Context: an optimization exercise on an open-source flow, tuned for small area and a short achievable clock period. The choices shown serve that exercise and are no tape-out recipe. The RTL was checked by simulation tests, not by an equivalence proof against the original design. Power and IR drop assume default switching activity.

$ cat design/flow/run.sh
#!/bin/bash
# synth_recipe.tcl (not shown) runs the flow's synth.tcl, then flattens the netlist and writes it again
# the make line also repeats each setting of config.mk as NAME=value (left out here)
make -C /OpenROAD-flow-scripts/flow DESIGN_CONFIG=/design/flow/config.mk WORK_HOME=/design/flow/orfs CLKGATE_MAP_FILE= SYNTH_SCRIPT=/design/flow/synth_recipe.tcl finish
$ cat design/flow/config.mk
export PLATFORM = sky130hd
export DESIGN_NAME = note_lane_scroller
export DESIGN_NICKNAME = note_lane_scroller
export VERILOG_FILES = /design/flow/design.v
export SDC_FILE = /design/flow/constraint.sdc
export NUM_CORES = 8
export LEC_CHECK = 0
export CAP_MARGIN = 20
export CORE_MARGIN = 2
export CORE_UTILIZATION = 25
export SLEW_MARGIN = 20
$ cat design/flow/constraint.sdc
create_clock -name core_clock -period 95.0 [get_ports {clock}]
set_input_delay 19.0000 -clock core_clock [delete_from_list [all_inputs] [get_ports {clock}]]
set_output_delay 19.0000 -clock core_clock [all_outputs]
set_load 0.01 [all_outputs]
$ cat design/flow/design.v
package note_pkg;
  localparam int DEF_SPAWN_Y = 0;
  localparam int DEF_HIT_Y   = 420;
  localparam int DEF_HIT_WIN = 16;
  localparam int DEF_LANES   = 4;
  localparam int DEF_LANE_W  = 2;
  localparam int DEF_POS_W   = 10;
  typedef enum logic {
    IDLE  = 1'b0,
    ALLOC = 1'b1
  } alloc_state_e;
  typedef struct packed {
    logic                  valid;
    logic [DEF_LANE_W-1:0] lane;
    logic [DEF_POS_W-1:0]  pos;
  } note_slot_t;
endpackage
module note_slot_pick #(
  parameter  int N  = 40,
  localparam int IW = (N > 1) ? $clog2(N) : 1
) (
  input  logic [N-1:0]  mask_i,
  output logic [IW-1:0] idx_o,
  output logic          found_o
);
  always_comb begin
    idx_o   = '0;
    found_o = 1'b0;
    for (int i = N - 1; i >= 0; i--) begin
      if (mask_i[i]) begin
        idx_o   = IW'(i);
        found_o = 1'b1;
      end
    end
  end
endmodule
module note_lane_scroller #(
  parameter  int LANES   = note_pkg::DEF_LANES,
  parameter  int SLOTS   = 40,
  parameter  int POS_W   = note_pkg::DEF_POS_W,
  parameter  int SPEED_W = 4,
  parameter  int SPAWN_Y = note_pkg::DEF_SPAWN_Y,
  parameter  int HIT_Y   = note_pkg::DEF_HIT_Y,
  parameter  int HIT_WIN = note_pkg::DEF_HIT_WIN,
  localparam int IDX_W   = $clog2(SLOTS),
  localparam int LANE_W  = $clog2(LANES),
  localparam int CNT_W   = $clog2(SLOTS + 1)
) (
  input  logic               clock,
  input  logic               reset_n,
  input  logic               tick,
  input  logic [SPEED_W-1:0] speed,
  input  logic               chart_valid,
  input  logic [LANES-1:0]   chart_lanes,
  output logic               chart_ready,
  input  logic [LANES-1:0]   strum,
  output logic [LANES-1:0]   hit,
  output logic [LANES-1:0]   miss,
  output logic [LANES-1:0]   bad_strum,
  input  logic [IDX_W-1:0]   rd_idx,
  output logic               rd_valid,
  output logic [LANE_W-1:0]  rd_lane,
  output logic [POS_W-1:0]   rd_pos,
  output logic [CNT_W-1:0]   active_count,
  output logic               overflow
);
  localparam logic [POS_W:0]   WIN_LO    = (POS_W+1)'(HIT_Y - HIT_WIN);
  localparam logic [POS_W:0]   WIN_HI    = (POS_W+1)'(HIT_Y + HIT_WIN);
  localparam logic [POS_W-1:0] SPAWN_POS = POS_W'(SPAWN_Y);
  logic [SLOTS-1:0]             sv_q, sv_d;
  logic [SLOTS-1:0][LANE_W-1:0] sl_q, sl_d;
  logic [SLOTS-1:0][POS_W-1:0]  sp_q, sp_d;
  logic                         rd_slot_valid, rdv_q;
  logic [LANE_W-1:0]            rd_slot_lane, rdl_q;
  logic [POS_W-1:0]             rd_slot_pos, rdp_q;
  note_pkg::alloc_state_e state_q, state_d;
  logic [LANES-1:0] pend_q, pend_d;
  logic [LANES-1:0] hit_q, hit_d;
  logic [LANES-1:0] miss_q, miss_d;
  logic [LANES-1:0] bad_q, bad_d;
  logic [CNT_W-1:0] cnt_q, cnt_d;
  logic             ovf_q, ovf_d;
  logic [SLOTS-1:0]  free_mask;
  logic [IDX_W-1:0]  free_idx;
  logic              free_found;
  logic [LANE_W-1:0] pend_lane;
  logic              pend_found;
  logic              alloc_we;
  logic [SLOTS-1:0]  cand      [LANES];
  logic [SLOTS-1:0]  best_mask [LANES];
  logic [POS_W-1:0]  best_pos  [LANES];
  logic [IDX_W-1:0]  pick_idx  [LANES];
  logic              pick_found[LANES];
  logic [SLOTS-1:0]  strum_free;
  logic [POS_W:0]    pos_sum   [SLOTS];
  logic [POS_W-1:0]  moved_pos [SLOTS];
  always_comb begin
    for (int s = 0; s < SLOTS; s++) begin
      free_mask[s] = ~sv_q[s];
    end
  end
  note_slot_pick #(.N(SLOTS)) u_free_pick (
    .mask_i  (free_mask),
    .idx_o   (free_idx),
    .found_o (free_found)
  );
  note_slot_pick #(.N(LANES)) u_pend_pick (
    .mask_i  (pend_q),
    .idx_o   (pend_lane),
    .found_o (pend_found)
  );
  always_comb begin
    for (int l = 0; l < LANES; l++) begin
      cand[l]      = '0;
      best_mask[l] = '0;
      best_pos[l]  = '0;
    end
    for (int l = 0; l < LANES; l++) begin
      for (int s = 0; s < SLOTS; s++) begin
        cand[l][s] = sv_q[s] && (sl_q[s] == LANE_W'(l)) &&
                     ({1'b0, sp_q[s]} >= WIN_LO) && ({1'b0, sp_q[s]} <= WIN_HI);
        if (cand[l][s] && (sp_q[s] > best_pos[l])) begin
          best_pos[l] = sp_q[s];
        end
      end
      for (int s = 0; s < SLOTS; s++) begin
        best_mask[l][s] = cand[l][s] && (sp_q[s] == best_pos[l]);
      end
    end
  end
  for (genvar l = 0; l < LANES; l++) begin : g_strum_pick
    note_slot_pick #(.N(SLOTS)) u_strum_pick (
      .mask_i  (best_mask[l]),
      .idx_o   (pick_idx[l]),
      .found_o (pick_found[l])
    );
  end
  always_comb begin
    for (int s = 0; s < SLOTS; s++) begin
      pos_sum[s]   = {1'b0, sp_q[s]} + (POS_W+1)'(speed);
      moved_pos[s] = pos_sum[s][POS_W] ? {POS_W{1'b1}} : pos_sum[s][POS_W-1:0];
    end
  end
  always_comb begin
    strum_free = '0;
    hit_d      = '0;
    bad_d      = '0;
    for (int l = 0; l < LANES; l++) begin
      if (strum[l]) begin
        if (pick_found[l]) begin
          hit_d[l] = 1'b1;
        end else begin
          bad_d[l] = 1'b1;
        end
      end
      for (int s = 0; s < SLOTS; s++) begin
        if (strum[l] && pick_found[l] && (pick_idx[l] == IDX_W'(s))) begin
          strum_free[s] = 1'b1;
        end
      end
    end
  end
  assign alloc_we = (state_q == note_pkg::ALLOC) && pend_found && free_found;
  always_comb begin
    state_d = state_q;
    pend_d  = pend_q;
    ovf_d   = ovf_q;
    miss_d  = '0;
    cnt_d   = '0;
    sv_d    = sv_q;
    sl_d    = sl_q;
    sp_d    = sp_q;
    for (int s = 0; s < SLOTS; s++) begin
      if (strum_free[s]) begin
        sv_d[s] = 1'b0;
        sl_d[s] = '0;
        sp_d[s] = '0;
      end else if (tick && sv_q[s]) begin
        if ({1'b0, moved_pos[s]} > WIN_HI) begin
          sv_d[s]         = 1'b0;
          sl_d[s]         = '0;
          sp_d[s]         = '0;
          miss_d[sl_q[s]] = 1'b1;
        end else begin
          sp_d[s] = moved_pos[s];
        end
      end
    end
    for (int s = 0; s < SLOTS; s++) begin
      if (alloc_we && (free_idx == IDX_W'(s))) begin
        sv_d[s] = 1'b1;
        sl_d[s] = pend_lane;
        sp_d[s] = SPAWN_POS;
      end
    end
    case (state_q)
      note_pkg::IDLE: begin
        if (chart_valid && (chart_lanes != '0)) begin
          pend_d  = chart_lanes;
          state_d = note_pkg::ALLOC;
        end
      end
      note_pkg::ALLOC: begin
        if (pend_found) begin
          if (!free_found) begin
            ovf_d = 1'b1;
          end
          pend_d = pend_q & ~(LANES'(1) << pend_lane);
        end
        if (pend_d == '0) begin
          state_d = note_pkg::IDLE;
        end
      end
      default: state_d = note_pkg::IDLE;
    endcase
    for (int s = 0; s < SLOTS; s++) begin
      cnt_d = cnt_d + CNT_W'(sv_d[s]);
    end
  end
  always_comb begin
    rd_slot_valid = 1'b0;
    rd_slot_lane  = '0;
    rd_slot_pos   = '0;
    for (int s = 0; s < SLOTS; s++) begin
      if (rd_idx == IDX_W'(s)) begin
        rd_slot_valid = sv_q[s];
        rd_slot_lane  = sl_q[s];
        rd_slot_pos   = sp_q[s];
      end
    end
  end
  always_ff @(posedge clock or negedge reset_n) begin
    if (!reset_n) begin
      state_q <= note_pkg::IDLE;
      pend_q  <= '0;
      hit_q   <= '0;
      miss_q  <= '0;
      bad_q   <= '0;
      cnt_q   <= '0;
      ovf_q   <= 1'b0;
      rdv_q   <= 1'b0;
      rdl_q   <= '0;
      rdp_q   <= '0;
      sv_q    <= '0;
      sl_q    <= '0;
      sp_q    <= '0;
    end else begin
      state_q <= state_d;
      pend_q  <= pend_d;
      hit_q   <= hit_d;
      miss_q  <= miss_d;
      bad_q   <= bad_d;
      cnt_q   <= cnt_d;
      ovf_q   <= ovf_d;
      rdv_q   <= rd_slot_valid;
      rdl_q   <= rd_slot_lane;
      rdp_q   <= rd_slot_pos;
      sv_q    <= sv_d;
      sl_q    <= sl_d;
      sp_q    <= sp_d;
    end
  end
  assign chart_ready  = (state_q == note_pkg::IDLE);
  assign hit          = hit_q;
  assign miss         = miss_q;
  assign bad_strum    = bad_q;
  assign rd_valid     = rdv_q;
  assign rd_lane      = rdl_q;
  assign rd_pos       = rdp_q;
  assign active_count = cnt_q;
  assign overflow     = ovf_q;
endmodule
==> impl_results.md <==
* Crit-path slowest cell: dfrtp_1
* Most frequent CP cell: ha_1
* Core area at 0.4818 mm2
* Hold WC Path Type: flop to flop
* Design Area, Final at 0.1441 mm2
* CP Class: flop to flop
* Ys Warns at 15
* CTS tree: built
* Slowest stage delay, CP at 0.65 ns
* Critical Path RT at 95.82 ns
* Distinct cells, synth at 148
* Area post-placement at 0.1394 mm2
* CTS root buf: clkbuf_16
* WL final at 849.2 mm
* Die X at 699.1 um
* Initial Utilization at 0.2508
* Seq. cell area at 0.01396 mm2
* Max Clock Skew at 0.08461 ns
* Clock Power Share at 0.119
* Min-Delay Path Depth at 2
* Hold EP: sp_q[332]
* Seq/Total Area, Yosys at 0.1154
* Power Total at 0.003484 W
* Final HPWL DP at 691.0 mm
* Worst vdd ir at 0.00006395 V
* Fill cells at 52,530
* Port buffer count at 54
* Sw frac at 0.5719
* Measured slew at the worst slew-check pin at 1.233 ns
* Power per cell area at 24.18 mW/mm2
* Yosys top cell by area: ha_1
* Min cycle time layout at 89.81 ns
* Placed cells at 24,240
* Status: complete, no violations
* DIE HEIGHT at 699.1 um
* GRT Residual Overflow at 0
* R2R setup slack at 5.19 ns
* First-pass GRT wire length at 1135 mm
* Max-cap viol count at 0
* Post-synth top flop: dfrtp_1
* CP top delay family: compound AO/OA/AOI/OAI gates
* Vias in the first global route at 134,200
* Endpoints failing setup at 0
* Pint at 0.001492 W
* Worst R2R Start: sp_q[7]
* Share of post-route cells with drive strength above 1 at 0.1387
* Net Switching at 0.001993 W
* Sequential Power Share at 0.137
* Synth top area share at 0.1644
* Worst-path fanout max at 19
* Worst Min Path Start: sp_q[332]
* DR iter-0 viols at 20,280
* Static leakage at 61.31 nW
* Htree depth at 3
* Crit path launch type: flop
* Mean post-synth cell area at 7.156 um2
* Async SR Flop Fraction at 1.000
* Clk latency of the worst-skew pair at 0.94 ns
* Pin count of the biggest net entering global routing at 81
* DR WL/cell at 34.64 um
* GRT Util Overall at 0.3302
* Hold_buf cts at 0
* Routed via count at 146,800
* Slew headroom at 0.1770
* Fin crit share at 0.9454
* DRT Pass-1 Iters at 9
* Combinational share of power at 0.744
* I/O pin count at 55
* Area Growth Syn to Fin at 19.30%
* Critical Path AT at 90.63 ns
* Reg2Reg Depth at 406
* Global placer's final weighted congestion at 1.107
* Clk slew on worst S/H paths at 0.06 ns
* Area of the multi-input gates at 0.1021 mm2
* Nets at 19,640
* Commonest cells post-synth: nand2_1, ha_1, nor2_1
* Final hold vios at 0
* Total CTS buffers at 97
* Crit path from: sp_q[7]
* DRC Markers at 0
* Initial antenna violation count at 117
* Post-synth EDFFs at 0
* Worst Path Buf+Inv at 35
* Count leader, synth: nand2_1
* Drt via density at 5.988
* Slew Viols, Final at 0
* Synthesized instance count at 16,880
* Clk buf depth at 4
* Setup_tns at 0 ns
* Final Non-Filler Cells at 24,520
* F_max at 11.13 MHz
* Worst setup EP type: flop
* Cell Area, Synth at 0.1208 mm2
* Die area at 0.4888 mm2
* R2r endpoint: cnt_q[5]
* Row cnt at 255
* Synth Register Bits at 557
* Area contributors post-synth: ha_1, dfrtp_1, xnor2_1, a21oi_1, nand2_1
* CTS Sinks at 557
* Antenna Nets Post-Route at 0
[stage by stage]
step	util	setup slack, ns	hold WS, ns
after CTS	0.2963	1.366	0.5397
after global placement	0.2892	2.993	0.5156
after floorplan	-	12.00	0.5117
after global routing	0.2989	-0.2993	0.5472
final	0.2991	5.187	0.5305
after detailed placement	0.2892	1.542	0.5259
[power groups by stage]
stage	logic, W	registers, W	clock network (W)
2_1_floorplan	0.00156	0.000401	0
3_3_place_gp	0.00246	0.000466	0
6_report	0.00259	0.000477	0.000415
[cells in the final DEF, fill, tap and decap left out, drive strengths merged, types with 127 or more instances in the layout]
cell	instances
nand3	560
a21o	302
o211ai	151
nor2	1451
clkbuf	127
nand2b	263
a31oi	166
conb	312
nor3	480
nand4	444
xnor2	1026
ha	1587
and3	161
inv	852
nor4	187
nand2	1603
and2	311
mux2i	273
o22ai	218
a21oi	1323
mux2	235
a22oi	168
nor2b	443
buf	1591
dfrtp	557
a211oi	160
o21ai	1196
[cells by family after synthesis]
kind of cell	share of synthesized area
simple gates	0.2615
compound gates	0.2558
buf+inv	0.06093
fa+ha+maj	0.1788
xor+xnor	0.08241
flops	0.1154
mux	0.04507
other cells	0.00003104
[final cells by class]
| class | count | area share |
|---|---|---|
| diodes | 58 | 0.001007 |
| clock inverters | 46 | 0.005009 |
| flip-flops and latches | 557 | 0.09686 |
| well taps | 6425 | 0.05578 |
| clock buffers | 126 | 0.01871 |
| inverters | 904 | 0.02356 |
| multi-input cells | 14760 | 0.7081 |
| repair buffers | 1639 | 0.09094 |
[flip-flops by register name (all words and copies together) (netlist names), 2 cells and up]
| name | flops |
|---|---|
| sl_q | 80 |
| rdl_q | 2 |
| cnt_q | 6 |
| rdp_q | 10 |
| sp_q | 400 |
| pend_q | 4 |
| bad_q | 4 |
| miss_q | 4 |
| hit_q | 4 |
| sv_q | 40 |
[layer usage]
metal | GRT usage | up-vias | part of all wire
li1 | - | 63650 | -
met1 | 0.4230 | 71570 | 0.41
met2 | 0.4863 | 9124 | 0.41
met3 | 0.09000 | 2416 | 0.11
met4 | 0.2111 | 74 | 0.079
met5 | 0 | - | 0.00072
[worst max-delay path by stage]
stage / slack [ns] / end / depth (start not counted)
finish: 5.19 / cnt_q[5] / 406
floorplan: 12.00 / cnt_q[4] / 526
global placement: 2.99 / cnt_q[4] / 527
[worst register-to-register path: cells and delay by family, from the launching register on]
kind	cells	cell delay (ns)
compound gates	145	31.99
simple gates	160	30.00
fa+ha+maj	51	16.57
buf+inv	35	5.38
mux	14	5.00
flops	1	0.65
xor+xnor	1	0.12
[what timing repair did]
action                                 CTS  global route
setup endpoints to repair                0           530
resized for setup                        0           192
setup buffers                            0            44
endpoints found under the hold margin    0             0

afterwards: timing with drivers on the ports:
No port has a modelled driver above. Below, the same layout with a new extraction and two added sets of constraints.
Step 1 (the two cells are an assumption about what drives the block):
set clk [get_ports {clock}]
set_driving_cell -lib_cell sky130_fd_sc_hd__clkbuf_16 $clk
set_driving_cell -lib_cell sky130_fd_sc_hd__buf_2 [delete_from_list [all_inputs] $clk]
Step 2, shift: input delay + t, output delay - t, t = (earliest + latest rising clock arrival at the registers) / 2. This alone moves slack from input paths to output paths.
a / b / c = no drivers / after step 1 / after step 2; a / b = the first two.
shift t [ns]: 1.005
setup slack, ns: 5.187 / 5.187 / 5.187
clock arrival spread, ns: 0.084 / 0.084
slew at the worst register clock pin (ns): 0.08 / 0.08
pins driven straight from the clock port: 1
After both steps setup and hold are still met in this run. The setup slack of this run moves by 0.000 ns with the drivers and by 0.000 ns with both steps.
